From an optimization exercise on the open Yosys and OpenROAD flow, aimed at small area, a short achievable clock period and few clock cycles; shortcuts taken in it are not production practice.
Where RTL was checked, it was by simulation tests only, not by an equivalence proof against the original.
Only the layout flow was run in run 1; the RTL was not checked for function there.
Power figures rest on the tool's default switching activity, not on a simulated workload.

==> design/flow/design.v <==
`timescale 1ns/1ns
package rv_pkg;
    parameter int XLEN = 32;
    typedef logic [XLEN-1:0] word_t;
    typedef logic [4:0] reg_addr_t;
    parameter logic [6:0] OPC_OP     = 7'b0110011;
    parameter logic [6:0] OPC_OP_IMM = 7'b0010011;
    parameter logic [6:0] OPC_LOAD   = 7'b0000011;
    parameter logic [6:0] OPC_STORE  = 7'b0100011;
endpackage
`timescale 1ns/1ns
`timescale 1ns/1ns
`timescale 1ns/1ns
module register_file (
    input  logic              clk,
    input  logic              rst_n,
    input  rv_pkg::reg_addr_t rs1_addr,
    input  rv_pkg::reg_addr_t rs2_addr,
    output rv_pkg::word_t     rs1_data,
    output rv_pkg::word_t     rs2_data,
    input  rv_pkg::reg_addr_t rd_addr,
    input  rv_pkg::word_t     rd_data,
    input  logic              rd_we
);
    rv_pkg::word_t regs [1:31];
    logic [31:1]   valid;
    logic [31:1]   we;
    logic [31:1]   sel1;
    logic [31:1]   sel2;
    always_comb begin
        for (int i = 1; i < 32; i++) begin
            we[i]   = rd_we && (rd_addr == 5'(i));
            sel1[i] = valid[i] && (rs1_addr == 5'(i));
            sel2[i] = valid[i] && (rs2_addr == 5'(i));
        end
    end
    always_ff @(posedge clk or negedge rst_n) begin
        if (!rst_n) begin
            valid <= '0;
        end else begin
            valid <= valid | we;
        end
    end
    always_ff @(posedge clk) begin
        for (int i = 1; i < 32; i++) begin
            if (we[i]) regs[i] <= rd_data;
        end
    end
    always_comb begin
        rs1_data = '0;
        rs2_data = '0;
        for (int i = 1; i < 32; i++) begin
            rs1_data = rs1_data | ({32{sel1[i]}} & regs[i]);
            rs2_data = rs2_data | ({32{sel2[i]}} & regs[i]);
        end
    end
endmodule
`timescale 1ns/1ns
`timescale 1ns/1ns
`timescale 1ns/1ns
module cpu_top #(
    parameter rv_pkg::word_t RESET_PC = 32'h0000_0000
) (
    input  logic          clk,
    input  logic          rst_n,
    output rv_pkg::word_t imem_addr,
    input  rv_pkg::word_t imem_data,
    output rv_pkg::word_t dmem_addr,
    output rv_pkg::word_t dmem_wdata,
    input  rv_pkg::word_t dmem_rdata,
    output logic          dmem_we,
    output logic          dmem_re
);
    logic stall;
    logic [31:2]   pc;
    rv_pkg::word_t instr;
    assign imem_addr = {pc, 2'b00};
    always_ff @(posedge clk or negedge rst_n) begin
        if (!rst_n) begin
            pc       <= RESET_PC[31:2];
            instr[0] <= 1'b0;   
        end else if (!stall) begin
            pc       <= pc + 30'd1;
            instr[0] <= imem_data[0];
        end
    end
    always_ff @(posedge clk) begin
        if (!stall) instr[31:1] <= imem_data[31:1];
    end
    logic [6:0]        opc;
    logic [2:0]        f3;
    logic              is_op, is_imm, is_ld, is_st;
    rv_pkg::reg_addr_t rs1, rs2, rd;
    rv_pkg::word_t     imm;
    rv_pkg::word_t     rf1, rf2, rv1, rv2;
    assign opc    = instr[6:0];
    assign f3     = instr[14:12];
    assign rs1    = instr[19:15];
    assign rs2    = instr[24:20];
    assign rd     = instr[11:7];
    assign is_op  = (opc == rv_pkg::OPC_OP);
    assign is_imm = (opc == rv_pkg::OPC_OP_IMM);
    assign is_ld  = (opc == rv_pkg::OPC_LOAD);
    assign is_st  = (opc == rv_pkg::OPC_STORE);
    assign imm    = is_st ? {{20{instr[31]}}, instr[31:25], instr[11:7]}
                          : {{20{instr[31]}}, instr[31:20]};
    rv_pkg::reg_addr_t rd_ex;
    logic              wen_ex, ld_ex, st_ex;
    rv_pkg::reg_addr_t rd_mw;
    logic              wen_mw, ld_mw, st_mw;
    rv_pkg::word_t     res_mw, wd_mw;
    register_file u_regs (
        .clk      (clk),
        .rst_n    (rst_n),
        .rs1_addr (rs1),
        .rs2_addr (rs2),
        .rs1_data (rf1),
        .rs2_data (rf2),
        .rd_addr  (rd_mw),
        .rd_data  (wd_mw),
        .rd_we    (wen_mw)
    );
    assign rv1 = (wen_mw && rd_mw == rs1) ? wd_mw : rf1;
    assign rv2 = (wen_mw && rd_mw == rs2) ? wd_mw : rf2;
    logic dec_wen;
    logic hit1, hit2;
    assign dec_wen = (is_op || is_imm || is_ld) && (rd != 5'd0);
    assign hit1    = wen_ex && (rd_ex == rs1);
    assign hit2    = wen_ex && (rd_ex == rs2);
    assign stall = ld_ex && ((hit1 && (is_op || is_imm || is_ld || is_st)) || (hit2 && is_op));
    logic d_sub, d_add, d_slt, d_sltu, d_xor, d_or, d_and, d_sll, d_sr, d_sra;
    always_comb begin
        d_sub  = 1'b0;
        d_add  = 1'b0;
        d_slt  = 1'b0;
        d_sltu = 1'b0;
        d_xor  = 1'b0;
        d_or   = 1'b0;
        d_and  = 1'b0;
        d_sll  = 1'b0;
        d_sr   = 1'b0;
        d_sra  = 1'b0;
        if (is_op || is_imm) begin
            case (f3)
                3'b000: begin
                    d_add = 1'b1;
                    d_sub = is_op && instr[30];
                end
                3'b001: d_sll = 1'b1;
                3'b010: begin d_slt  = 1'b1; d_sub = 1'b1; end
                3'b011: begin d_sltu = 1'b1; d_sub = 1'b1; end
                3'b100: d_xor = 1'b1;
                3'b101: begin d_sr = 1'b1; d_sra = instr[30]; end
                3'b110: d_or  = 1'b1;
                default: d_and = 1'b1;
            endcase
        end else begin
            d_add = 1'b1;
        end
    end
    rv_pkg::word_t a_ex, b_ex, sd_ex;
    logic          fa_ex, fb_ex, fs_ex;
    logic          sub_ex, add_ex, slt_ex, sltu_ex, xor_ex, or_ex, and_ex, sll_ex, sr_ex, sra_ex;
    always_ff @(posedge clk or negedge rst_n) begin
        if (!rst_n) begin
            rd_ex  <= '0;
            wen_ex <= 1'b0;
            ld_ex  <= 1'b0;
            st_ex  <= 1'b0;
        end else if (stall) begin
            wen_ex <= 1'b0;
            ld_ex  <= 1'b0;
            st_ex  <= 1'b0;
        end else begin
            rd_ex  <= rd;
            wen_ex <= dec_wen;
            ld_ex  <= is_ld;
            st_ex  <= is_st;
        end
    end
    always_ff @(posedge clk) begin
        a_ex    <= rv1;
        b_ex    <= is_op ? rv2 : imm;
        sd_ex   <= rv2;
        fa_ex   <= hit1;
        fb_ex   <= hit2 && is_op;
        fs_ex   <= hit2;
        sub_ex  <= d_sub;
        add_ex  <= d_add;
        slt_ex  <= d_slt;
        sltu_ex <= d_sltu;
        xor_ex  <= d_xor;
        or_ex   <= d_or;
        and_ex  <= d_and;
        sll_ex  <= d_sll;
        sr_ex   <= d_sr;
        sra_ex  <= d_sra;
    end
    rv_pkg::word_t opa, opb, opb_x, sum, res, shl_in, shr, shl_out;
    logic          cout, lt, ltu;
    assign opa   = fa_ex ? res_mw : a_ex;
    assign opb   = fb_ex ? res_mw : b_ex;
    assign opb_x = opb ^ {32{sub_ex}};
    assign {cout, sum} = {1'b0, opa} + {1'b0, opb_x} + {32'd0, sub_ex};
    assign ltu   = !cout;
    assign lt    = (opa[31] != opb[31]) ? opa[31] : sum[31];
    always_comb begin
        for (int i = 0; i < 32; i++) shl_in[i] = opa[31 - i];
    end
    assign shr = rv_pkg::word_t'($signed({sra_ex && opa[31], sll_ex ? shl_in : opa}) >>> opb[4:0]);
    always_comb begin
        for (int i = 0; i < 32; i++) shl_out[i] = shr[31 - i];
    end
    assign res = ({32{add_ex}} & sum)
               | ({32{xor_ex}} & (opa ^ opb))
               | ({32{or_ex}}  & (opa | opb))
               | ({32{and_ex}} & (opa & opb))
               | ({32{sll_ex}} & shl_out)
               | ({32{sr_ex}}  & shr)
               | {31'd0, (slt_ex && lt) || (sltu_ex && ltu)};
    rv_pkg::word_t wdata_mw;
    always_ff @(posedge clk or negedge rst_n) begin
        if (!rst_n) begin
            rd_mw  <= '0;
            wen_mw <= 1'b0;
            ld_mw  <= 1'b0;
            st_mw  <= 1'b0;
        end else begin
            rd_mw  <= rd_ex;
            wen_mw <= wen_ex;
            ld_mw  <= ld_ex;
            st_mw  <= st_ex;
        end
    end
    always_ff @(posedge clk) begin
        res_mw   <= res;
        wdata_mw <= fs_ex ? wd_mw : sd_ex;
    end
    assign wd_mw      = ld_mw ? dmem_rdata : res_mw;
    assign dmem_addr  = res_mw;
    assign dmem_wdata = wdata_mw;
    assign dmem_re    = ld_mw;
    assign dmem_we    = st_mw;
endmodule
==> design/flow/run.sh <==
#!/bin/bash
# synth_recipe.tcl (not shown) runs the flow's synth.tcl, then flattens the netlist and writes it again
# the make line also repeats each setting of config.mk as NAME=value (left out here)
make -C /OpenROAD-flow-scripts/flow DESIGN_CONFIG=/design/flow/config.mk WORK_HOME=/design/flow/orfs CLKGATE_MAP_FILE= SYNTH_SCRIPT=/design/flow/synth_recipe.tcl finish
==> design/flow/config.mk <==
export PLATFORM = sky130hd
export DESIGN_NAME = cpu_top
export DESIGN_NICKNAME = cpu_top
export VERILOG_FILES = /design/flow/design.v
export SDC_FILE = /design/flow/constraint.sdc
export NUM_CORES = 4
export LEC_CHECK = 0
export CAP_MARGIN = 20
export CORE_MARGIN = 2
export CORE_UTILIZATION = 40
export SLEW_MARGIN = 20
==> design/flow/constraint.sdc <==
create_clock -name core_clock -period 7.0 [get_ports {clk}]
set_input_delay 1.4000 -clock core_clock [delete_from_list [all_inputs] [get_ports {clk}]]
set_output_delay 1.4000 -clock core_clock [all_outputs]
set_load 0.01 [all_outputs]
==> results.txt, run 1 <==
# TYPE chip_impl_metric gauge
chip_impl_metric{name="avgSynthCellArea",unit="um2"} 13.2
chip_impl_metric{name="start_util",unit="%"} 40.2
chip_impl_info{name="outcome",value="complete, no violations"} 1
chip_impl_metric{name="report.final.slew_viol_count",unit=""} 0
chip_impl_metric{name="drc",unit=""} 0
chip_impl_metric{name="cap_violations",unit=""} 0
chip_impl_metric{name="postRouteAntennaNets",unit=""} 0
chip_impl_metric{name="top_level_pins",unit=""} 164
chip_impl_info{name="rr_startpoint",value="fb_ex"} 1
chip_impl_metric{name="wl_per_cell",unit="um"} 41.8
chip_impl_info{name="worst_r2r_endpoint",value="res_mw[0]"} 1
chip_impl_metric{name="share_of_the_synthesized_area_in_the_top_cell_type",unit="%"} 53.2
chip_impl_metric{name="timing.clock.skew",unit="ns"} 0.0194
chip_impl_metric{name="die_w",unit="um"} 384
chip_impl_metric{name="power.ir.vdd_worst",unit="mV"} 0.225
chip_impl_metric{name="clk_path_buf_depth",unit=""} 3
chip_impl_info{name="setup_repair_after_global_routing_missed_its_margin",value="false"} 1
chip_impl_metric{name="drtIter0Drc",unit=""} 11400
chip_impl_metric{name="setup_viol_count_final",unit=""} 0
chip_impl_metric{name="grt_first_pass_wirelength",unit="um"} 362000
chip_impl_metric{name="area_of_the_core_region",unit="mm2"} 0.143
chip_impl_metric{name="hold_viol",unit=""} 0
chip_impl_metric{name="number_of_global_route_vias_before_repair",unit=""} 44500
chip_impl_metric{name="gr-usage-all-layers",unit="%"} 35.5
chip_impl_metric{name="worst-path-max-fanout",unit=""} 19
chip_impl_info{name="cts_tree",value="built"} 1
chip_impl_metric{name="synthCells",unit=""} 4367
chip_impl_metric{name="power.net_switching",unit="uW"} 3740
chip_impl_metric{name="final_design_area_no_fill",unit="mm2"} 0.0663
chip_impl_metric{name="fp-row-count",unit=""} 139
chip_impl_metric{name="synth-async-reset-ratio",unit="%"} 6.12
chip_impl_metric{name="met2_length",unit="um"} 115000
chip_impl_metric{name="power_switching_share",unit="%"} 22.8
chip_impl_metric{name="placed_area",unit="mm2"} 0.0618
chip_impl_info{name="leading_cell_type_in_the_layout_fill_and_taps_excluded",value="sky130_fd_sc_hd__edfxtp_1"} 1
chip_impl_metric{name="yosys.cell_types.count",unit=""} 82
chip_impl_info{name="startpoint_type",value="register"} 1
chip_impl_info{name="path_class",value="register to register"} 1
chip_impl_metric{name="drt-pass1-iter-count",unit=""} 12
chip_impl_metric{name="cts_inserted_buffers",unit=""} 135
chip_impl_metric{name="post-place-ws",unit="ns"} 2.16
chip_impl_metric{name="slew_worst_pin",unit="ns"} 1.30
chip_impl_metric{name="die_area",unit="mm2"} 0.147
chip_impl_metric{name="n_fill_cell",unit=""} 12700
chip_impl_info{name="crit_end",value="res_mw[0]"} 1
chip_impl_metric{name="power.clock.fraction",unit="%"} 44.7
chip_impl_metric{name="max_slew_margin",unit="%"} 12.6
chip_impl_info{name="synth.area.top_cells",value="sky130_fd_sc_hd__edfxtp_1 53%, sky130_fd_sc_hd__dfxtp_1 6.0%, sky130_fd_sc_hd__a221oi_1 4.5%, sky130_fd_sc_hd__a22oi_1 4.4%, sky130_fd_sc_hd__a22o_1 4.3%"} 1
chip_impl_info{name="layout.cells.most_common_list",value="1023 x sky130_fd_sc_hd__edfxtp_1, 336 x sky130_fd_sc_hd__a22oi_1, 296 x sky130_fd_sc_hd__a221oi_1"} 1
chip_impl_metric{name="ctsHoldBuffers",unit=""} 0
chip_impl_metric{name="comb_power_share",unit="%"} 4.3
chip_impl_metric{name="postLayoutCoreUtil",unit="%"} 46.2
chip_impl_metric{name="finalWeightedCongestion",unit=""} 0.979
chip_impl_metric{name="fin_ws",unit="ns"} 2.09
chip_impl_info{name="hp-class",value="register to register"} 1
chip_impl_metric{name="io_buffer_count",unit=""} 161
chip_impl_metric{name="critPathRequiredTime",unit="ns"} 7.68
chip_impl_metric{name="ff2ff_setup_slack",unit="ns"} 2.09
chip_impl_metric{name="cell_internal_pwr",unit="uW"} 12600
chip_impl_metric{name="time_the_worst_path_needs_with_i_o_delays_and_setup",unit="ns"} 4.91
chip_impl_info{name="highest-signal-layer",value="met5"} 1
chip_impl_metric{name="die_height",unit="um"} 384
chip_impl_metric{name="routed-wl-met3",unit="um"} 43200
chip_impl_metric{name="layout.nets",unit=""} 4604
chip_impl_metric{name="m1WireLength",unit="um"} 89800
chip_impl_metric{name="area.growth.synth_to_final",unit="%"} 14.9
chip_impl_metric{name="detailroute.via_count",unit=""} 47600
chip_impl_metric{name="clock_pin_slew_on_the_worst_setup_and_hold_paths",unit="ns"} 0.07
chip_impl_metric{name="flop_pwr_share",unit="%"} 51.1
chip_impl_metric{name="final_cells",unit=""} 6467
chip_impl_info{name="dominantRegCellSynth",value="sky130_fd_sc_hd__edfxtp_1"} 1
chip_impl_metric{name="viasPerCell",unit=""} 7.37
chip_impl_metric{name="synth_edf_count",unit=""} 1023
chip_impl_info{name="buffer_type_at_the_clock_tree_root",value="sky130_fd_sc_hd__clkbuf_16"} 1
chip_impl_metric{name="yosys_warn_count",unit=""} 3
chip_impl_metric{name="grt_start_max_net_pins",unit=""} 79
chip_impl_metric{name="syn_area",unit="mm2"} 0.0577
chip_impl_metric{name="cts_resized",unit=""} 0
chip_impl_metric{name="cts.htree.levels",unit=""} 4
chip_impl_metric{name="hpwlAfterDp",unit="um"} 155000
chip_impl_info{name="cp-end-kind",value="register"} 1
chip_impl_metric{name="grt_overflow_total",unit=""} 0
chip_impl_metric{name="power_per_cell_area",unit="mW/mm2"} 247
chip_impl_metric{name="critPathArrivalTime",unit="ns"} 5.60
chip_impl_metric{name="insertion_delay",unit="ns"} 0.80
chip_impl_metric{name="postRouteWirelength",unit="um"} 270000
chip_impl_metric{name="ff2ff_path_depth",unit=""} 13
chip_impl_metric{name="p_leak",unit="uW"} 0.0229
chip_impl_info{name="startpoint",value="fb_ex"} 1
chip_impl_metric{name="placedCellCount",unit=""} 6207
chip_impl_metric{name="fmax",unit="MHz"} 204
chip_impl_metric{name="yosysSeqAreaShare",unit="%"} 62.6
chip_impl_metric{name="postSynthRegisterBits",unit=""} 1274
chip_impl_metric{name="final_min_period_over_clock_period",unit="%"} 70.2
chip_impl_info{name="most_area_hungry_cell_type_in_the_yosys_netlist",value="sky130_fd_sc_hd__edfxtp_1"} 1
chip_impl_metric{name="layout_cells_sized_above_1",unit="%"} 13.7
chip_impl_metric{name="setup_total_negative_slack",unit="ns"} 0
chip_impl_metric{name="post-cts-setup-buffers",unit=""} 0
chip_impl_metric{name="clock_sink_count",unit=""} 1274
chip_impl_metric{name="grt_antenna_before_repair",unit=""} 18
## worst min-delay path by stage
stage | depth (start not counted) | start | slack, ns | endpoint
2_1_floorplan | 0 | st_ex | 0.33 | st_mw
3_3_place_gp | 0 | st_ex | 0.34 | st_mw
3_5_place_dp | 0 | st_ex | 0.34 | st_mw
4_1_cts | 0 | st_ex | 0.35 | st_mw
5_1_grt | 0 | st_ex | 0.35 | st_mw
6_report | 0 | st_ex | 0.35 | st_mw
## through the flow
| step | hold slack, ns | power [uW] |
|---|---|---|
| CTS | 0.351 | 16300 |
| finish | 0.349 | 16400 |
| global route | 0.352 | 16700 |
| global placement | 0.344 | 9180 |
| detailed placement | 0.339 | 9180 |
| floorplan | 0.331 | 8840 |
## cells in the mapped netlist, drive strengths merged, types with 81 or more instances
library cell and n:
buf 86, clkbuf 273, a221oi 296, nor2 188, mux2i 111, a22o 285
a21oi 147, edfxtp 1023, nand4 99, dfxtp 173, nand2 165, mux2 87
ha 96, o21ai 92, inv 81, nand3 145, a22oi 338
## cells by family (layout without fill, tap and decap cells)
family	after synthesis	in the layout	share of synthesized area, %
buf+inv	440	624	3.06
other cells	1	14	0.00649
fa+ha+maj	97	97	2.11
flops	1274	1274	62.6
mux	229	229	4.89
compound gates	1365	1365	18.4
simple gates	855	855	7.32
xor+xnor	106	106	1.61
## flip-flops by register name, summed over array words and instances (netlist names), 5 cells and up
register / count
b_ex: 32
wdata_mw: 32
instr: 32
rd_ex: 5
rd_mw: 5
res_mw: 32
pc: 30
sd_ex: 32
u_regs.valid: 31
a_ex: 32
u_regs.regs: 992
## per-layer routing
layer	global-route usage, %	up-vias
met5	0.682	-
met4	22.5	30
met3	14.9	1505
met2	52.5	5204
met1	42.6	23000
li1	-	17900
## power by group through the flow
stage          combinational, uW  sequential, uW  clock (uW)
2_1_floorplan                368            8470           0
3_3_place_gp                 663            8510           0
3_5_place_dp                 667            8520           0
4_1_cts                      669            8360        7320
5_1_grt                      731            8360        7600
6_report                     696            8360        7320
## critical path, cell delays in order, from the launching register on
cell and delay (ns):
sky130_fd_sc_hd__dfxtp_2 0.79, sky130_fd_sc_hd__mux2i_4 0.72, sky130_fd_sc_hd__a22oi_2 0.23, sky130_fd_sc_hd__fa_1 0.49
sky130_fd_sc_hd__nor2b_1 0.15, sky130_fd_sc_hd__o21ai_0 0.15, sky130_fd_sc_hd__a21o_1 0.21, sky130_fd_sc_hd__o21ai_0 0.81
sky130_fd_sc_hd__a2111oi_1 0.25, sky130_fd_sc_hd__buf_4 0.24, sky130_fd_sc_hd__nor2_1 0.16, sky130_fd_sc_hd__a221oi_1 0.16
sky130_fd_sc_hd__nor4bb_1 0.16, sky130_fd_sc_hd__a311o_1 0.27
## layout make-up
type                       instances  area (um2)  area share (%)
inverter                          81         307           0.462
timing repair buffer             295        2670            4.02
antenna                           12        30.0          0.0453
clock buffer                     166        3660            5.52
clock inverter                    82         810            1.22
sequential                      1274       36100            54.5
tap                             1903        2380            3.59
multi-input combinational       2654       20300            30.7
==> run 2: changes to the inputs <==
--- a/design/flow/design.v
+++ b/design/flow/design.v
@@ -160,5 +160,5 @@
     end
     rv_pkg::word_t a_ex, b_ex, sd_ex;
-    logic          fa_ex, fb_ex, fs_ex;
+    logic          fs_ex;
     logic          sub_ex, add_ex, slt_ex, sltu_ex, xor_ex, or_ex, and_ex, sll_ex, sr_ex, sra_ex;
     always_ff @(posedge clk or negedge rst_n) begin
@@ -179,11 +179,12 @@
         end
     end
-    always_ff @(posedge clk) begin
-        a_ex    <= rv1;
-        b_ex    <= is_op ? rv2 : imm;
-        sd_ex   <= rv2;
-        fa_ex   <= hit1;
-        fb_ex   <= hit2 && is_op;
-        fs_ex   <= hit2;
+    rv_pkg::word_t res;
+    rv_pkg::word_t b_id;
+    assign b_id = is_op ? rv2 : imm;
+    always_ff @(posedge clk) begin
+        a_ex    <= hit1 ? res : rv1;
+        b_ex    <= (hit2 && is_op) ? res : b_id;
+        sd_ex   <= hit2 ? res : rv2;
+        fs_ex   <= hit2 && ld_ex;
         sub_ex  <= d_sub;
         add_ex  <= d_add;
@@ -197,8 +198,8 @@
         sra_ex  <= d_sra;
     end
-    rv_pkg::word_t opa, opb, opb_x, sum, res, shl_in, shr, shl_out;
+    rv_pkg::word_t opa, opb, opb_x, sum, shl_in, shr, shl_out;
     logic          cout, lt, ltu;
-    assign opa   = fa_ex ? res_mw : a_ex;
-    assign opb   = fb_ex ? res_mw : b_ex;
+    assign opa   = a_ex;
+    assign opb   = b_ex;
     assign opb_x = opb ^ {32{sub_ex}};
     assign {cout, sum} = {1'b0, opa} + {1'b0, opb_x} + {32'd0, sub_ex};
@@ -235,5 +236,5 @@
     always_ff @(posedge clk) begin
         res_mw   <= res;
-        wdata_mw <= fs_ex ? wd_mw : sd_ex;
+        wdata_mw <= fs_ex ? dmem_rdata : sd_ex;
     end
     assign wd_mw      = ld_mw ? dmem_rdata : res_mw;
--- a/design/flow/config.mk
+++ b/design/flow/config.mk
@@ -8,4 +8,6 @@
 export CAP_MARGIN = 20
 export CORE_MARGIN = 2
-export CORE_UTILIZATION = 40
+export CORE_UTILIZATION = 55
+export SETUP_SLACK_MARGIN = 4.4
 export SLEW_MARGIN = 20
+export TNS_END_PERCENT = 5
==> run 2 against run 1 <==
Clock power is 1% lower. Setup slack improved by 1.6 ns. Register-to-register slack better by 1.6 ns. Power up 0.90%. Via count up 11%. Critical path depth fell by 2. Global-route usage rose by 17 points. Hold slack improved by 0.011 ns. Combinational power rose by 31%. Die area shrank 26%. Sequential power about the same. Critical path type unchanged. Critical endpoint is now sd_ex[19]. Highest routed layer unchanged.
==> results.txt, run 2 <==
# TYPE chip_impl_metric gauge
chip_impl_metric{name="power.ir.vdd_worst",unit="mV"} 0.281
chip_impl_metric{name="drtIter0Drc",unit=""} 13600
chip_impl_metric{name="power.net_switching",unit="uW"} 3860
chip_impl_metric{name="ctsHoldBuffers",unit=""} 0
chip_impl_metric{name="die_w",unit="um"} 331
chip_impl_metric{name="power",unit="uW"} 16500
chip_impl_metric{name="critPathArrivalTime",unit="ns"} 4.00
chip_impl_metric{name="layout.nets",unit=""} 5105
chip_impl_info{name="synth.area.top_cells",value="sky130_fd_sc_hd__edfxtp_1 52%, sky130_fd_sc_hd__a22oi_1 9.3%, sky130_fd_sc_hd__dfxtp_1 5.8%, sky130_fd_sc_hd__dfrtp_1 3.3%, sky130_fd_sc_hd__ha_1 2.0%"} 1
chip_impl_metric{name="synth-async-reset-ratio",unit="%"} 6.13
chip_impl_metric{name="drc",unit=""} 0
chip_impl_metric{name="drt-pass1-iter-count",unit=""} 19
chip_impl_metric{name="fin_ws",unit="ns"} 3.68
chip_impl_metric{name="worst-path-max-fanout",unit=""} 9
chip_impl_metric{name="yosys.cell_types.count",unit=""} 85
chip_impl_metric{name="detailroute.via_count",unit=""} 53100
chip_impl_metric{name="yosysSeqAreaShare",unit="%"} 61.3
chip_impl_metric{name="area_of_the_core_region",unit="mm2"} 0.107
chip_impl_metric{name="cts_inserted_buffers",unit=""} 132
chip_impl_metric{name="fp-row-count",unit=""} 120
chip_impl_metric{name="grt_first_pass_wirelength",unit="um"} 390000
chip_impl_metric{name="n_fill_cell",unit=""} 7692
chip_impl_info{name="outcome",value="complete, no violations"} 1
chip_impl_metric{name="clk_path_buf_depth",unit=""} 3
chip_impl_metric{name="postRouteAntennaNets",unit=""} 0
chip_impl_info{name="dominantRegCellSynth",value="sky130_fd_sc_hd__edfxtp_1"} 1
chip_impl_metric{name="max_slew_margin",unit="%"} 19.8
chip_impl_metric{name="io_buffer_count",unit=""} 161
chip_impl_metric{name="cap_violations",unit=""} 0
chip_impl_metric{name="setup_viol_count_final",unit=""} 0
chip_impl_info{name="most_area_hungry_cell_type_in_the_yosys_netlist",value="sky130_fd_sc_hd__edfxtp_1"} 1
chip_impl_metric{name="postRouteWirelength",unit="um"} 298000
chip_impl_metric{name="power_switching_share",unit="%"} 23.4
chip_impl_metric{name="hpwlAfterDp",unit="um"} 165000
chip_impl_metric{name="hold_viol",unit=""} 0
chip_impl_metric{name="time_the_worst_path_needs_with_i_o_delays_and_setup",unit="ns"} 3.32
chip_impl_metric{name="clock_sink_count",unit=""} 1272
chip_impl_metric{name="fmax",unit="MHz"} 301
chip_impl_metric{name="top_level_pins",unit=""} 164
chip_impl_metric{name="final_min_period_over_clock_period",unit="%"} 47.5
chip_impl_metric{name="critPathRequiredTime",unit="ns"} 7.68
chip_impl_metric{name="p_leak",unit="uW"} 0.0256
chip_impl_info{name="hp-class",value="register to register"} 1
chip_impl_metric{name="layout_cells_sized_above_1",unit="%"} 23.7
chip_impl_metric{name="cell_internal_pwr",unit="uW"} 12700
chip_impl_metric{name="synthCells",unit=""} 4612
chip_impl_info{name="buffer_type_at_the_clock_tree_root",value="sky130_fd_sc_hd__clkbuf_16"} 1
chip_impl_metric{name="gr-usage-all-layers",unit="%"} 52.4
chip_impl_info{name="cts_tree",value="built"} 1
chip_impl_metric{name="timing.clock.skew",unit="ns"} 0.0403
chip_impl_metric{name="setup_total_negative_slack",unit="ns"} 0
chip_impl_metric{name="clock_pin_slew_on_the_worst_setup_and_hold_paths",unit="ns"} 0.06
chip_impl_metric{name="grt_start_max_net_pins",unit=""} 52
chip_impl_metric{name="report.final.slew_viol_count",unit=""} 0
chip_impl_info{name="startpoint_type",value="register"} 1
chip_impl_metric{name="grt_antenna_before_repair",unit=""} 9
chip_impl_metric{name="die_height",unit="um"} 331
chip_impl_metric{name="avgSynthCellArea",unit="um2"} 12.8
chip_impl_metric{name="area.growth.synth_to_final",unit="%"} 22.3
chip_impl_info{name="leading_cell_type_in_the_layout_fill_and_taps_excluded",value="sky130_fd_sc_hd__edfxtp_1"} 1
chip_impl_metric{name="slew_worst_pin",unit="ns"} 1.20
chip_impl_info{name="most_flops_register",value="u_regs.regs"} 1
chip_impl_info{name="synth.most_common_cell",value="sky130_fd_sc_hd__edfxtp_1"} 1
chip_impl_metric{name="synth_edf_count",unit=""} 1023
chip_impl_metric{name="post-place-ws",unit="ns"} 2.71
chip_impl_metric{name="power_per_cell_area",unit="mW/mm2"} 229
chip_impl_info{name="layout.cells.most_common_list",value="1023 x sky130_fd_sc_hd__edfxtp_1, 724 x sky130_fd_sc_hd__a22oi_1, 273 x sky130_fd_sc_hd__buf_4"} 1
chip_impl_metric{name="die_area",unit="mm2"} 0.110
chip_impl_metric{name="power.clock.fraction",unit="%"} 43.9
chip_impl_metric{name="largest_register_ff_count",unit=""} 992
chip_impl_metric{name="comb_power_share",unit="%"} 5.5
chip_impl_metric{name="start_util",unit="%"} 55.2
chip_impl_metric{name="wl_per_cell",unit="um"} 46.2
chip_impl_metric{name="yosys_warn_count",unit=""} 3
chip_impl_metric{name="viasPerCell",unit=""} 8.22
chip_impl_info{name="path_class",value="register to register"} 1
chip_impl_info{name="setup_repair_after_global_routing_missed_its_margin",value="true"} 1
chip_impl_metric{name="postLayoutCoreUtil",unit="%"} 67.5
chip_impl_metric{name="syn_area",unit="mm2"} 0.0589
chip_impl_metric{name="share_of_the_synthesized_area_in_the_top_cell_type",unit="%"} 52.2
chip_impl_metric{name="cts.htree.levels",unit=""} 4
chip_impl_metric{name="insertion_delay",unit="ns"} 0.81
chip_impl_metric{name="postSynthRegisterBits",unit=""} 1272
chip_impl_metric{name="flop_pwr_share",unit="%"} 50.6
chip_impl_metric{name="number_of_global_route_vias_before_repair",unit=""} 48300
chip_impl_metric{name="finalWeightedCongestion",unit=""} 1.05
chip_impl_info{name="cp-end-kind",value="register"} 1
chip_impl_metric{name="grt_overflow_total",unit=""} 0
chip_impl_info{name="post_synth_most_frequent_cells",value="1023 x sky130_fd_sc_hd__edfxtp_1, 730 x sky130_fd_sc_hd__a22oi_1, 291 x sky130_fd_sc_hd__clkbuf_1"} 1
[run 2: cell types whose count changed after synthesis, sizes merged, moves of 35 or more]
| cell | delta |
|---|---|
| a22o | -210 |
| and3 | +39 |
| o21ai | +35 |
| mux2i | -52 |
| nor4 | +40 |
| nand2 | +68 |
| nor2 | -36 |
| a21oi | -55 |
| a221oi | -210 |
| a22oi | +392 |
[run 2: stage by stage]
stage,std cells,hold WS [ns],area (um2)
detailed placement,5962,0.347,62600
floorplan,4613,0.331,59200
global route,6447,0.380,72000
CTS,6320,0.358,69500
global placement,5961,0.334,62500
finish,6460,0.360,72000
[run 2: timing repair]
item | in CTS | in global routing
setup buffers | 114 | 122
gates cloned | 9 | 4
pin swaps | 57 | 90
resized for setup | 302 | 303
endpoints found under the hold margin | 0 | 0
endpoints found under the setup margin | 454 | 1274
[run 2: path summary, 6_finish.rpt]
check / startpoint / to / slack, ns / depth (start not counted)
worst min register to register: st_ex / st_mw / 0.36 / 0
worst max register to register: sub_ex / sd_ex[19] / 3.68 / 11
worst max-delay path: sub_ex / sd_ex[19] / 3.68 / 11
min in group asynchronous: rst_n / instr[0] / 0.59 / 1
max in group asynchronous: rst_n / ld_mw / 5.34 / 2
worst min-delay path: st_ex / st_mw / 0.36 / 0
[run 2: cell families (layout without fill, tap and decap cells)]
group                      after synthesis  in the layout  synth area share (%)
other                                    1             16               0.00637
DFF                                   1272           1272                  61.3
xor gates and xnor gates                96             96                  1.43
buffers and inverters                  472            899                  3.10
muxes                                  210            210                  4.89
and+or+nand+nor                       1052           1055                  9.30
adders and majority gates               97             97                  2.07
AOI/OAI and AO/OA                     1412           1412                  17.9
[run 2: cell type report]
class	count	area, um2	share of cell area (%)
Tap cell	1403	1760	2.44
Sequential cell	1272	36100	50.2
Clock buffer	150	3430	4.77
Inverter	111	422	0.586
Clock inverter	85	933	1.30
Timing Repair Buffer	553	5630	7.81
Multi-Input combinational cell	2872	23700	32.9
Antenna cell	14	35.0	0.0487
[run 2: worst max-delay path, cell delays in order, from the launching register on]
cell and delay (ns):
sky130_fd_sc_hd__dfxtp_4 0.40, sky130_fd_sc_hd__buf_12 0.15, sky130_fd_sc_hd__buf_16 0.16, sky130_fd_sc_hd__xor2_4 0.19
sky130_fd_sc_hd__ha_4 0.34, sky130_fd_sc_hd__nand3_1 0.25, sky130_fd_sc_hd__nor2_4 0.29, sky130_fd_sc_hd__o31a_1 0.51
sky130_fd_sc_hd__nor2_1 0.11, sky130_fd_sc_hd__xor2_1 0.18, sky130_fd_sc_hd__o2111ai_2 0.25, sky130_fd_sc_hd__mux2_2 0.35
[run 2: metal layers]
layer  GRT usage (%)  vias to the layer above  part of all wire (%)
met1            61.1                    25300                    31
met2            72.4                     6345                    40
met3            27.9                     2193                    18
met4            39.3                       14                    11
li1                -                    19300                     -
met5            3.30                        -                  0.11
[run 2: power groups by stage]
stage	logic, uW	registers (uW)	clock network, uW
detailed placement	700	8510	0
global placement	695	8510	0
CTS	789	8340	7200
global route	934	8350	7520
finish	911	8350	7250
floorplan	390	8470	0
Testbench counts of run 2, summed over its fixed seeds: cycles 5,289.
==> run 3: changes to the inputs <==
--- a/design/flow/config.mk
+++ b/design/flow/config.mk
@@ -8,5 +8,7 @@
 export CAP_MARGIN = 20
 export CORE_MARGIN = 2
-export CORE_UTILIZATION = 55
+export CORE_UTILIZATION = 50
+export CTS_CLUSTER_DIAMETER = 80
+export CTS_CLUSTER_SIZE = 24
 export SETUP_SLACK_MARGIN = 4.4
 export SLEW_MARGIN = 20
==> run 3 against run 2 <==
Highest routed layer unchanged. Synthesized cell count unchanged. Largest cell class unchanged. Clock power decreased by 34%. Still clean on timing, DRC and antenna. Setup slack got worse by 0.15 ns. Sequential power about the same. Global-route usage decreased by 4.8 points.
==> results.txt, run 3 <==
# TYPE chip_impl_metric gauge
chip_impl_info{name="buffer_type_at_the_clock_tree_root",value="sky130_fd_sc_hd__clkbuf_16"} 1
chip_impl_metric{name="worst-path-max-fanout",unit=""} 17
chip_impl_metric{name="n_fill_cell",unit=""} 9243
chip_impl_metric{name="largest_register_ff_count",unit=""} 992
chip_impl_metric{name="clock_pin_slew_on_the_worst_setup_and_hold_paths",unit="ns"} 0.09
chip_impl_metric{name="die_area",unit="mm2"} 0.121
chip_impl_metric{name="power_switching_share",unit="%"} 23.8
chip_impl_metric{name="final_design_area_no_fill",unit="mm2"} 0.0688
chip_impl_metric{name="gr-usage-all-layers",unit="%"} 47.6
chip_impl_metric{name="grt_first_pass_wirelength",unit="um"} 394000
chip_impl_metric{name="critPathRequiredTime",unit="ns"} 7.65
chip_impl_info{name="outcome",value="complete, no violations"} 1
chip_impl_metric{name="clk_path_buf_depth",unit=""} 3
chip_impl_metric{name="fmax",unit="MHz"} 288
chip_impl_metric{name="viasPerCell",unit=""} 8.03
chip_impl_metric{name="report.final.slew_viol_count",unit=""} 0
chip_impl_metric{name="power.net_switching",unit="uW"} 3330
chip_impl_metric{name="detailroute.via_count",unit=""} 51500
chip_impl_metric{name="postSynthRegisterBits",unit=""} 1272
chip_impl_info{name="synth.most_common_cell",value="sky130_fd_sc_hd__edfxtp_1"} 1
chip_impl_metric{name="p_leak",unit="uW"} 0.0242
chip_impl_metric{name="die_w",unit="um"} 347
chip_impl_metric{name="power.clock.fraction",unit="%"} 34.0
chip_impl_metric{name="postRouteWirelength",unit="um"} 297000
chip_impl_info{name="setup_repair_after_global_routing_missed_its_margin",value="true"} 1
chip_impl_info{name="path_class",value="register to register"} 1
chip_impl_metric{name="synthCells",unit=""} 4612
chip_impl_info{name="most_area_hungry_cell_type_in_the_yosys_netlist",value="sky130_fd_sc_hd__edfxtp_1"} 1
chip_impl_metric{name="hpwlAfterDp",unit="um"} 168000
chip_impl_metric{name="yosys_warn_count",unit=""} 3
chip_impl_metric{name="yosysSeqAreaShare",unit="%"} 61.3
chip_impl_info{name="rr_startpoint",value="instr[17]"} 1
chip_impl_metric{name="comb_power_share",unit="%"} 6.2
chip_impl_metric{name="hold_viol",unit=""} 0
chip_impl_metric{name="synth-async-reset-ratio",unit="%"} 6.13
chip_impl_metric{name="max_slew_margin",unit="%"} 18.0
chip_impl_metric{name="cts.htree.levels",unit=""} 3
chip_impl_metric{name="io_buffer_count",unit=""} 161
chip_impl_info{name="hp-class",value="register to register"} 1
chip_impl_info{name="cts_tree",value="built"} 1
chip_impl_metric{name="final_cells",unit=""} 6411
chip_impl_metric{name="final_min_period_over_clock_period",unit="%"} 49.6
chip_impl_metric{name="share_of_the_synthesized_area_in_the_top_cell_type",unit="%"} 52.2
chip_impl_metric{name="setup_viol_count_final",unit=""} 0
chip_impl_metric{name="power.ir.vdd_worst",unit="mV"} 0.220
chip_impl_metric{name="cap_violations",unit=""} 0
chip_impl_metric{name="clock_sink_count",unit=""} 1272
chip_impl_info{name="leading_cell_type_in_the_layout_fill_and_taps_excluded",value="sky130_fd_sc_hd__edfxtp_1"} 1
chip_impl_metric{name="hold-path-cell-count",unit=""} 0
chip_impl_metric{name="area.growth.synth_to_final",unit="%"} 16.8
chip_impl_info{name="startpoint_type",value="register"} 1
chip_impl_metric{name="start_util",unit="%"} 50.5
chip_impl_metric{name="avgSynthCellArea",unit="um2"} 12.8
chip_impl_info{name="layout.cells.most_common_list",value="1023 x sky130_fd_sc_hd__edfxtp_1, 722 x sky130_fd_sc_hd__a22oi_1, 247 x sky130_fd_sc_hd__buf_4"} 1
chip_impl_info{name="post_synth_most_frequent_cells",value="1023 x sky130_fd_sc_hd__edfxtp_1, 730 x sky130_fd_sc_hd__a22oi_1, 291 x sky130_fd_sc_hd__clkbuf_1"} 1
chip_impl_metric{name="top_level_pins",unit=""} 164
chip_impl_metric{name="ff2ff_setup_slack",unit="ns"} 3.53
chip_impl_info{name="hold_end",value="st_mw"} 1
chip_impl_info{name="most_flops_register",value="u_regs.regs"} 1
chip_impl_metric{name="postRouteAntennaNets",unit=""} 0
chip_impl_metric{name="critPathArrivalTime",unit="ns"} 4.12
chip_impl_info{name="dominantRegCellSynth",value="sky130_fd_sc_hd__edfxtp_1"} 1
chip_impl_metric{name="time_the_worst_path_needs_with_i_o_delays_and_setup",unit="ns"} 3.47
chip_impl_metric{name="placedCellCount",unit=""} 6096
chip_impl_metric{name="finalWeightedCongestion",unit=""} 1.03
chip_impl_metric{name="layout_cells_sized_above_1",unit="%"} 19.6
chip_impl_metric{name="cts_inserted_buffers",unit=""} 70
chip_impl_metric{name="insertion_delay",unit="ns"} 0.73
chip_impl_metric{name="setup_total_negative_slack",unit="ns"} 0
chip_impl_info{name="cp-end-kind",value="register"} 1
chip_impl_info{name="synth.area.top_cells",value="sky130_fd_sc_hd__edfxtp_1 52%, sky130_fd_sc_hd__a22oi_1 9.3%, sky130_fd_sc_hd__dfxtp_1 5.8%, sky130_fd_sc_hd__dfrtp_1 3.3%, sky130_fd_sc_hd__ha_1 2.0%"} 1
chip_impl_metric{name="power_per_cell_area",unit="mW/mm2"} 203
chip_impl_metric{name="grt_antenna_before_repair",unit=""} 13
chip_impl_metric{name="syn_area",unit="mm2"} 0.0589
chip_impl_metric{name="number_of_global_route_vias_before_repair",unit=""} 47500
chip_impl_metric{name="grt_start_max_net_pins",unit=""} 41
chip_impl_metric{name="flop_pwr_share",unit="%"} 59.7
chip_impl_metric{name="power",unit="uW"} 14000
chip_impl_metric{name="cell_internal_pwr",unit="uW"} 10600
chip_impl_metric{name="drt-pass1-iter-count",unit=""} 14
chip_impl_metric{name="yosys.cell_types.count",unit=""} 85
chip_impl_metric{name="die_height",unit="um"} 347
chip_impl_metric{name="synth_edf_count",unit=""} 1023
chip_impl_info{name="worst_r2r_endpoint",value="a_ex[15]"} 1
chip_impl_metric{name="timing.clock.skew",unit="ns"} 0.0490
chip_impl_metric{name="drc",unit=""} 0
chip_impl_metric{name="wl_per_cell",unit="um"} 46.3
chip_impl_metric{name="ff2ff_path_depth",unit=""} 8
chip_impl_metric{name="grt_overflow_total",unit=""} 0
chip_impl_info{name="min_from",value="st_ex"} 1
chip_impl_metric{name="fp-row-count",unit=""} 125
chip_impl_metric{name="area_of_the_core_region",unit="mm2"} 0.117
chip_impl_metric{name="drtIter0Drc",unit=""} 12600
chip_impl_metric{name="layout.nets",unit=""} 4999
chip_impl_metric{name="placed_area",unit="mm2"} 0.0628
chip_impl_metric{name="slew_worst_pin",unit="ns"} 1.23
-- run 3: cell count changes in the layout (fill, tap and decap cells not counted), sizes merged, moves of 3 or more --
cell,change
buf,-49
bufinv,-10
clkbuf,-68
clkinv,-38
clkinvlp,-7
diode,+3
inv,-6
-- run 3: area by class of cell --
| class | instances | area [um2] | area share [%] |
|---|---|---|---|
| clock inverter | 24 | 352 | 0.511 |
| clock buffer | 82 | 1870 | 2.72 |
| timing repair buffer | 505 | 5080 | 7.39 |
| sequential | 1272 | 36100 | 52.5 |
| tap | 1524 | 1910 | 2.77 |
| antenna | 17 | 42.5 | 0.0619 |
| inverter | 111 | 424 | 0.617 |
| multi-input combinational | 2876 | 23000 | 33.4 |
-- run 3: metrics by stage --
step	util [%]	hold slack, ns	worst slack, ns
2_1_floorplan	-	0.331	4.07
3_3_place_gp	53.9	0.339	2.90
3_5_place_dp	53.9	0.336	2.94
4_1_cts	57.7	0.372	3.75
5_1_grt	59.0	0.375	3.56
6_report	59.0	0.369	3.53
-- run 3: kinds of logic after synthesis --
logic type	Yosys count	synth area share [%]
buffers and inverters	472	3.10
DFF	1272	61.3
xor gates and xnor gates	96	1.43
muxes	210	4.89
other	1	0.00637
and+or+nand+nor	1052	9.30
adders and majority gates	97	2.07
AOI/OAI and AO/OA	1412	17.9
-- run 3: repair_timing --
item | in CTS | in global routing
resized for setup | 250 | 169
setup buffers | 99 | 76
hold buffers | 0 | 0
pin swaps | 46 | 42
setup endpoints to repair | 350 | 1269
gates cloned | 12 | 5
-- run 3: metal layers --
layer / part of all wire [%] / global-route usage [%] / vias to the layer above / routed length, um
met5: 0.29 / 3.92 / - / 865
met4: 10 / 34.1 / 24 / 29600
met3: 17 / 22.2 / 1860 / 51100
met2: 41 / 67.4 / 5904 / 120000
met1: 32 / 56.7 / 24700 / 94700
li1: - / - / 19000 / -
-- run 3: worst max-delay path by stage --
| stage | from | to | slack, ns | cells past startpoint |
|---|---|---|---|---|
| after CTS | sub_ex | sd_ex[30] | 3.75 | 12 |
| after global placement | sll_ex | a_ex[2] | 2.90 | 6 |
| after detailed placement | sll_ex | b_ex[27] | 2.94 | 9 |
| after floorplan | b_ex[2] | a_ex[24] | 4.07 | 13 |
| after global routing | sub_ex | sd_ex[29] | 3.56 | 12 |
| final | instr[17] | a_ex[15] | 3.53 | 8 |
-- run 3: critical path, stage by stage, from the launching register on --
cell and delay, ns:
sky130_fd_sc_hd__edfxtp_1 0.49, sky130_fd_sc_hd__nor2_2 0.56, sky130_fd_sc_hd__and3_4 0.55, sky130_fd_sc_hd__buf_4 0.51, sky130_fd_sc_hd__a22oi_1 0.15, sky130_fd_sc_hd__nand4_1 0.18
sky130_fd_sc_hd__nor4_1 0.10, sky130_fd_sc_hd__a211oi_2 0.69, sky130_fd_sc_hd__a21o_1 0.14
-- run 3: power groups by stage --
stage               logic [uW]  clock network [uW]  registers (uW)
floorplan                  390                   0            8470
global placement           693                   0            8510
detailed placement         698                   0            8510
CTS                        790                4720            8330
global route               898                4960            8350
finish                     872                4760            8340
==> run 4: changes to the inputs <==
==> design/flow/flow/run.sh (new file) <==
#!/bin/bash
# Standard layout with one change: the port buffers that buffer_ports adds
# are sky130_fd_sc_hd__buf_2 rather than the cell it picks by default.
# Synthesis is the standard one, unchanged. Each step's full output goes to
# a log file of its own in this folder.
set -euo pipefail
bash standard.sh synth > synth.log 2>&1
bash standard.sh 'BUFFER_PORTS_ARGS=-buffer_cell sky130_fd_sc_hd__buf_2' finish > layout.log 2>&1
==> design/flow/standard.sh (new file) <==
#!/bin/bash
# synth_recipe.tcl (not shown) runs the flow's synth.tcl, then flattens the netlist and writes it again
# the make line also repeats each setting of config.mk as NAME=value (left out here)
make -C /OpenROAD-flow-scripts/flow DESIGN_CONFIG=/design/flow/config.mk WORK_HOME=/design/flow/orfs CLKGATE_MAP_FILE= SYNTH_SCRIPT=/design/flow/synth_recipe.tcl "${@:-finish}"
removed: design/flow/run.sh
==> run 4 against run 3 <==
Clock-buffer cell count increased by 10. Flip-flop and latch count unchanged. Maximum frequency up 2.0%. Critical endpoint is now a_ex[0]. Largest power group unchanged. Highest routed layer unchanged.
==> results.txt, run 4 <==
# TYPE chip_impl_metric gauge
chip_impl_info{name="outcome",value="complete, no violations"} 1
chip_impl_metric{name="hold_viol",unit=""} 0
chip_impl_metric{name="wl_per_cell",unit="um"} 46.0
chip_impl_metric{name="fp-row-count",unit=""} 125
chip_impl_metric{name="grt_start_max_net_pins",unit=""} 59
chip_impl_info{name="startpoint_type",value="register"} 1
chip_impl_info{name="leading_cell_type_in_the_layout_fill_and_taps_excluded",value="sky130_fd_sc_hd__edfxtp_1"} 1
chip_impl_info{name="hp-class",value="register to register"} 1
chip_impl_metric{name="synth-async-reset-ratio",unit="%"} 6.13
chip_impl_metric{name="drt-pass1-iter-count",unit=""} 11
chip_impl_metric{name="cell_internal_pwr",unit="uW"} 10600
chip_impl_info{name="dominantRegCellSynth",value="sky130_fd_sc_hd__edfxtp_1"} 1
chip_impl_metric{name="grt_antenna_before_repair",unit=""} 13
chip_impl_info{name="most_flops_register",value="u_regs.regs"} 1
chip_impl_metric{name="placed_area",unit="mm2"} 0.0620
chip_impl_metric{name="insertion_delay",unit="ns"} 0.73
chip_impl_info{name="setup_repair_after_global_routing_missed_its_margin",value="true"} 1
chip_impl_metric{name="clock_sink_count",unit=""} 1272
chip_impl_metric{name="drc",unit=""} 0
chip_impl_metric{name="p_leak",unit="uW"} 0.0244
chip_impl_metric{name="grt_first_pass_wirelength",unit="um"} 392000
chip_impl_metric{name="layout.nets",unit=""} 5008
chip_impl_metric{name="worst-path-max-fanout",unit=""} 12
chip_impl_metric{name="power_switching_share",unit="%"} 24.0
chip_impl_metric{name="final_design_area_no_fill",unit="mm2"} 0.0682
chip_impl_info{name="cp_cell_sequence",value="nor2b_4, and3_4, buf_4, buf_6, a22oi_1, nand3_1, nor2_1, a31oi_1, nor2_1, a31oi_1"} 1
chip_impl_metric{name="detailroute.via_count",unit=""} 51300
chip_impl_metric{name="yosys.cell_types.count",unit=""} 85
chip_impl_metric{name="grt_overflow_total",unit=""} 0
chip_impl_metric{name="cts.htree.levels",unit=""} 3
chip_impl_metric{name="die_height",unit="um"} 347
chip_impl_metric{name="yosysSeqAreaShare",unit="%"} 61.3
chip_impl_metric{name="worstPathBufferInverterCount",unit=""} 2
chip_impl_metric{name="io_buffer_count",unit=""} 161
chip_impl_metric{name="n_fill_cell",unit=""} 9263
chip_impl_metric{name="slew_worst_pin",unit="ns"} 1.20
chip_impl_metric{name="die_w",unit="um"} 347
chip_impl_info{name="synth.area.top_cells",value="sky130_fd_sc_hd__edfxtp_1 52%, sky130_fd_sc_hd__a22oi_1 9.3%, sky130_fd_sc_hd__dfxtp_1 5.8%, sky130_fd_sc_hd__dfrtp_1 3.3%, sky130_fd_sc_hd__ha_1 2.0%"} 1
chip_impl_metric{name="cts_inserted_buffers",unit=""} 70
chip_impl_info{name="cp-end-kind",value="register"} 1
chip_impl_metric{name="time_the_worst_path_needs_with_i_o_delays_and_setup",unit="ns"} 3.40
chip_impl_metric{name="post-place-ws",unit="ns"} 2.83
chip_impl_metric{name="area.growth.synth_to_final",unit="%"} 15.8
chip_impl_info{name="buffer_type_at_the_clock_tree_root",value="sky130_fd_sc_hd__clkbuf_16"} 1
chip_impl_metric{name="power.ir.vdd_worst",unit="mV"} 0.168
chip_impl_info{name="cp_top_family",value="simple AND/OR/NAND/NOR gates"} 1
chip_impl_info{name="most_area_hungry_cell_type_in_the_yosys_netlist",value="sky130_fd_sc_hd__edfxtp_1"} 1
chip_impl_metric{name="start_util",unit="%"} 50.5
chip_impl_metric{name="synthCells",unit=""} 4612
chip_impl_info{name="path_class",value="register to register"} 1
chip_impl_metric{name="flop_pwr_share",unit="%"} 59.9
chip_impl_info{name="synth.most_common_cell",value="sky130_fd_sc_hd__edfxtp_1"} 1
chip_impl_metric{name="share_of_the_synthesized_area_in_the_top_cell_type",unit="%"} 52.2
chip_impl_metric{name="setup_total_negative_slack",unit="ns"} 0
chip_impl_metric{name="critPathArrivalTime",unit="ns"} 4.01
chip_impl_info{name="critical_path.slowest_cell",value="sky130_fd_sc_hd__edfxtp_1"} 1
chip_impl_metric{name="power.net_switching",unit="uW"} 3340
chip_impl_metric{name="hpwlAfterDp",unit="um"} 171000
chip_impl_metric{name="fin_ws",unit="ns"} 3.60
chip_impl_metric{name="yosys_warn_count",unit=""} 3
chip_impl_metric{name="fmax",unit="MHz"} 294
chip_impl_metric{name="clk_path_buf_depth",unit=""} 3
chip_impl_metric{name="critPathRequiredTime",unit="ns"} 7.61
chip_impl_metric{name="timing.clock.skew",unit="ns"} 0.0516
chip_impl_metric{name="postRouteWirelength",unit="um"} 296000
chip_impl_metric{name="area_of_the_core_region",unit="mm2"} 0.117
chip_impl_metric{name="final_min_period_over_clock_period",unit="%"} 48.6
chip_impl_metric{name="postRouteAntennaNets",unit=""} 0
chip_impl_metric{name="drtIter0Drc",unit=""} 12600
chip_impl_metric{name="comb_power_share",unit="%"} 6.1
chip_impl_metric{name="postLayoutCoreUtil",unit="%"} 58.5
chip_impl_metric{name="viasPerCell",unit=""} 7.99
chip_impl_metric{name="cap_violations",unit=""} 0
chip_impl_metric{name="power_per_cell_area",unit="mW/mm2"} 204
chip_impl_metric{name="hold_slack",unit="ns"} 0.356
chip_impl_metric{name="gr-usage-all-layers",unit="%"} 47.4
chip_impl_metric{name="number_of_global_route_vias_before_repair",unit=""} 47100
chip_impl_metric{name="largest_register_ff_count",unit=""} 992
chip_impl_metric{name="synth_edf_count",unit=""} 1023
chip_impl_info{name="post_synth_most_frequent_cells",value="1023 x sky130_fd_sc_hd__edfxtp_1, 730 x sky130_fd_sc_hd__a22oi_1, 291 x sky130_fd_sc_hd__clkbuf_1"} 1
chip_impl_metric{name="cp_slowest_stage_delay",unit="ns"} 0.56
chip_impl_metric{name="power.clock.fraction",unit="%"} 34.1
chip_impl_metric{name="clock_pin_slew_on_the_worst_setup_and_hold_paths",unit="ns"} 0.10
chip_impl_metric{name="setup_viol_count_final",unit=""} 0
chip_impl_metric{name="die_area",unit="mm2"} 0.121
chip_impl_metric{name="report.final.slew_viol_count",unit=""} 0
chip_impl_metric{name="postSynthRegisterBits",unit=""} 1272
chip_impl_metric{name="avgSynthCellArea",unit="um2"} 12.8
chip_impl_metric{name="finalWeightedCongestion",unit=""} 1.04
chip_impl_info{name="cts_tree",value="built"} 1
chip_impl_info{name="layout.cells.most_common_list",value="1023 x sky130_fd_sc_hd__edfxtp_1, 728 x sky130_fd_sc_hd__a22oi_1, 254 x sky130_fd_sc_hd__buf_4"} 1
chip_impl_metric{name="layout_cells_sized_above_1",unit="%"} 23.6
chip_impl_metric{name="top_level_pins",unit=""} 164
chip_impl_metric{name="max_slew_margin",unit="%"} 19.8
chip_impl_metric{name="syn_area",unit="mm2"} 0.0589
-- run 4: repair_timing --
action / 4_1_cts / 5_1_grt
resized for setup: 268 / 202
pin swaps: 47 / 66
setup endpoints to repair: 363 / 1230
hold buffers: 0 / 0
cloned: 7 / 5
buffers inserted: 92 / 92
-- run 4: cells by family after synthesis --
family | count (synthesis) | synth area share (%)
fa+ha+maj | 97 | 2.07
compound gates | 1412 | 17.9
simple gates | 1052 | 9.30
mux | 210 | 4.89
buf+inv | 472 | 3.10
other cells | 1 | 0.00637
flops | 1272 | 61.3
xor+xnor | 96 | 1.43
-- run 4: worst reg2reg max path: stages (launching register included) --
cell and delay (ns):
sky130_fd_sc_hd__edfxtp_1 0.56, sky130_fd_sc_hd__nor2b_4 0.35, sky130_fd_sc_hd__and3_4 0.51, sky130_fd_sc_hd__buf_4 0.45
sky130_fd_sc_hd__buf_6 0.40, sky130_fd_sc_hd__a22oi_1 0.13, sky130_fd_sc_hd__nand3_1 0.12, sky130_fd_sc_hd__nor2_1 0.06
sky130_fd_sc_hd__a31oi_1 0.47, sky130_fd_sc_hd__nor2_1 0.12, sky130_fd_sc_hd__a31oi_1 0.16
-- run 4: cell type report --
type	instances	area (um2)	share of cell area (%)
Timing Repair Buffer	518	4380	6.42
Tap cell	1524	1910	2.80
Inverter	111	417	0.611
Antenna cell	9	22.5	0.0330
Sequential cell	1272	36100	53.0
Multi-Input combinational cell	2872	23100	33.9
Clock buffer	92	1890	2.77
Clock inverter	20	322	0.472
-- run 4: power groups by stage --
stage / sequential [uW] / combinational [uW] / clock, uW
final: 8340 / 844 / 4750
after global routing: 8350 / 871 / 4950
after CTS: 8340 / 743 / 4710
after detailed placement: 8510 / 670 / 0
after global placement: 8510 / 666 / 0
after floorplan: 8470 / 390 / 0
-- run 4: final timing paths --
check	from	end	slack (ns)	cells past startpoint
worst max register to register	instr[17]	a_ex[0]	3.60	10
min in group asynchronous	rst_n	u_regs.valid[22]	0.55	1
worst min register to register	st_ex	st_mw	0.36	0
max in group asynchronous	rst_n	ld_mw	5.13	2
worst min-delay path	st_ex	st_mw	0.36	0
worst max-delay path	instr[17]	a_ex[0]	3.60	10
-- run 4: stage by stage --
| step | power [uW] | std cells |
|---|---|---|
| final | 13900 | 6418 |
| after global routing | 14200 | 6409 |
| after CTS | 13800 | 6311 |
| after detailed placement | 9180 | 6100 |
| after global placement | 9170 | 6099 |
| after floorplan | 8860 | 4613 |
-- run 4: routing by layer --
layer / GRT usage [%] / wire, um / up-vias
met2: 67.4 / 120000 / 5776
met4: 34.4 / 30200 / 16
met1: 56.2 / 94400 / 24600
met5: 2.16 / 534 / -
met3: 22.1 / 50500 / 1890
li1: - / - / 19000
==> run 5: changes to the inputs <==
--- a/design/flow/config.mk
+++ b/design/flow/config.mk
@@ -8,5 +8,5 @@
 export CAP_MARGIN = 20
 export CORE_MARGIN = 2
-export CORE_UTILIZATION = 50
+export CORE_UTILIZATION = 55
 export CTS_CLUSTER_DIAMETER = 80
 export CTS_CLUSTER_SIZE = 24
==> run 5 against run 4 <==
Largest power group unchanged. Non-clock buffer count is 2 lower. Hold slack hardly changed. Core utilization is 5.3 points higher. Critical endpoint is now u_regs.regs[15][27]. Critical path depth is 7 lower. Critical path type unchanged. Via count is 0.20% higher. Clock power hardly changed.
==> results.txt, run 5 <==
# TYPE chip_impl_metric gauge
chip_impl_metric{name="power_per_cell_area",unit="mW/mm2"} 205
chip_impl_info{name="buffer_type_at_the_clock_tree_root",value="sky130_fd_sc_hd__clkbuf_16"} 1
chip_impl_metric{name="io_buffer_count",unit=""} 161
chip_impl_metric{name="cp_slowest_stage_delay",unit="ns"} 0.99
chip_impl_info{name="path_class",value="register to register"} 1
chip_impl_metric{name="placed_area",unit="mm2"} 0.0618
chip_impl_metric{name="cts.htree.levels",unit=""} 3
chip_impl_info{name="outcome",value="complete, no violations"} 1
chip_impl_metric{name="p_leak",unit="uW"} 0.0244
chip_impl_metric{name="postLayoutCoreUtil",unit="%"} 63.8
chip_impl_metric{name="grt_antenna_before_repair",unit=""} 20
chip_impl_metric{name="top_level_pins",unit=""} 164
chip_impl_metric{name="yosysSeqAreaShare",unit="%"} 61.3
chip_impl_info{name="worst_r2r_endpoint",value="u_regs.regs[15][27]"} 1
chip_impl_metric{name="viasPerCell",unit=""} 8.16
chip_impl_metric{name="start_util",unit="%"} 55.2
chip_impl_metric{name="postRouteWirelength",unit="um"} 292000
chip_impl_info{name="synth.most_common_cell",value="sky130_fd_sc_hd__edfxtp_1"} 1
chip_impl_metric{name="wl_per_cell",unit="um"} 46.4
chip_impl_metric{name="area.growth.synth_to_final",unit="%"} 15.5
chip_impl_metric{name="grt_first_pass_wirelength",unit="um"} 388000
chip_impl_metric{name="power",unit="uW"} 13900
chip_impl_info{name="cp-end-kind",value="register"} 1
chip_impl_metric{name="final_design_area_no_fill",unit="mm2"} 0.0680
chip_impl_metric{name="die_area",unit="mm2"} 0.110
chip_impl_metric{name="critPathArrivalTime",unit="ns"} 3.82
chip_impl_info{name="cp_cell_sequence",value="nand3_1, nor2_4, buf_4"} 1
chip_impl_metric{name="final_min_period_over_clock_period",unit="%"} 49.9
chip_impl_metric{name="ff2ff_path_depth",unit=""} 3
chip_impl_info{name="dominantRegCellSynth",value="sky130_fd_sc_hd__edfxtp_1"} 1
chip_impl_metric{name="drc",unit=""} 0
chip_impl_metric{name="die_w",unit="um"} 331
chip_impl_metric{name="clock_pin_slew_on_the_worst_setup_and_hold_paths",unit="ns"} 0.10
chip_impl_metric{name="setup_viol_count_final",unit=""} 0
chip_impl_info{name="cts_tree",value="built"} 1
chip_impl_metric{name="ff2ff_setup_slack",unit="ns"} 3.50
chip_impl_metric{name="critPathRequiredTime",unit="ns"} 7.32
chip_impl_metric{name="postRouteAntennaNets",unit=""} 0
chip_impl_metric{name="ctsHoldBuffers",unit=""} 0
chip_impl_info{name="layout.cells.most_common_list",value="1023 x sky130_fd_sc_hd__edfxtp_1, 729 x sky130_fd_sc_hd__a22oi_1, 265 x sky130_fd_sc_hd__buf_4"} 1
chip_impl_metric{name="hold_viol",unit=""} 0
chip_impl_metric{name="fmax",unit="MHz"} 286
chip_impl_info{name="startpoint",value="wen_mw"} 1
chip_impl_metric{name="area_of_the_core_region",unit="mm2"} 0.107
chip_impl_metric{name="hold-path-cell-count",unit=""} 0
chip_impl_info{name="hp-class",value="register to register"} 1
chip_impl_metric{name="clock_sink_count",unit=""} 1272
chip_impl_metric{name="grt_start_max_net_pins",unit=""} 74
chip_impl_metric{name="finalWeightedCongestion",unit=""} 1.01
run 5: per-stage QoR:
step | std cells | hold slack, ns | setup slack [ns]
finish | 6296 | 0.356 | 3.50
global placement | 5969 | 0.336 | 2.94
global route | 6282 | 0.369 | 3.69
floorplan | 4613 | 0.331 | 4.07
detailed placement | 5970 | 0.335 | 2.90
CTS | 6219 | 0.356 | 3.76
run 5: kinds of logic (layout without fill, tap and decap cells):
family	Yosys count	in the layout	share of synthesized area [%]
flops	1272	1272	61.3
xor+xnor	96	96	1.43
buf+inv	472	731	3.10
fa+ha+maj	97	97	2.07
simple gates	1052	1054	9.30
other cells	1	21	0.00637
mux	210	210	4.89
compound gates	1412	1412	17.9
run 5: timing repair:
item	4_1_cts	5_1_grt
gates cloned	6	1
endpoints found under the setup margin	381	1200
setup buffers	139	56
pin swaps	55	65
resized for setup	293	183
run 5: critical path: cells and delay by family (launching register included):
kind                   cells  cell delay (ns)
flip-flops                 1             0.84
buffers and inverters      1             0.71
AND/OR/NAND/NOR            2             1.51
run 5: final cells by class:
| class | instances | area [um2] |
|---|---|---|
| Antenna cell | 19 | 47.5 |
| Timing Repair Buffer | 516 | 4250 |
| Clock inverter | 16 | 283 |
| Clock buffer | 88 | 1950 |
| Fill cell | 8161 | 38600 |
| Sequential cell | 1272 | 36100 |
| Tap cell | 1403 | 1760 |
| Multi-Input combinational cell | 2871 | 23200 |
| Inverter | 111 | 423 |
run 5: report_power, final:
group	internal (uW)	switching [uW]
clock	2070	2690
sequential	8260	81.9
combinational	275	561
run 5: how the worst min path moves through the flow:
stage          startpoint     to
2_1_floorplan       st_ex  st_mw
3_3_place_gp        st_ex  st_mw
5_1_grt             st_ex  st_mw
6_report            st_ex  st_mw
4_1_cts             st_ex  st_mw
3_5_place_dp        st_ex  st_mw
run 5: routing by layer:
layer / track usage, % / share of wire (%)
met5: 3.22 / 0.29
met4: 40.4 / 11
met3: 25.8 / 18
met2: 71.9 / 40
met1: 61.7 / 31

re-timing with driven ports:
Ports are ideal in the flow. The routed layouts listed here were re-timed in OpenROAD. Step 1 sets driving cells, clkbuf_16 on the clock port and buf_2 on the other inputs (assumed; they add their load-dependent delay and slew). Step 2 also shifts input and output timing later by t, the mid clock arrival at the registers, as if the neighbouring blocks saw the same clock. a / b / c = no drivers / after step 1 / after step 2; a / b = the first two.
| run | t, ns | slack for setup (ns) | worst setup path after step 2 | slew at the worst register clock pin (ns) |
|---|---|---|---|---|
| run 1 | 0.877 | 2.087 / 2.087 / 2.087 | register to register | 0.07 / 0.07 |
| run 2 | 0.859 | 3.675 / 3.675 / 3.132 | input to register | 0.07 / 0.07 |
| run 3 | 0.784 | 3.530 / 3.530 / 3.143 | input to register | 0.11 / 0.11 |
| run 4 | 0.780 | 3.599 / 3.599 / 3.599 | register to register | 0.11 / 0.11 |
| run 5 | 0.760 | 3.505 / 3.505 / 3.505 | register to register | 0.10 / 0.10 |
After both steps every run listed still meets setup and hold. The setup slack of run 2, which loses most, moves by 0.000 ns with the drivers and by -0.543 ns with both steps.
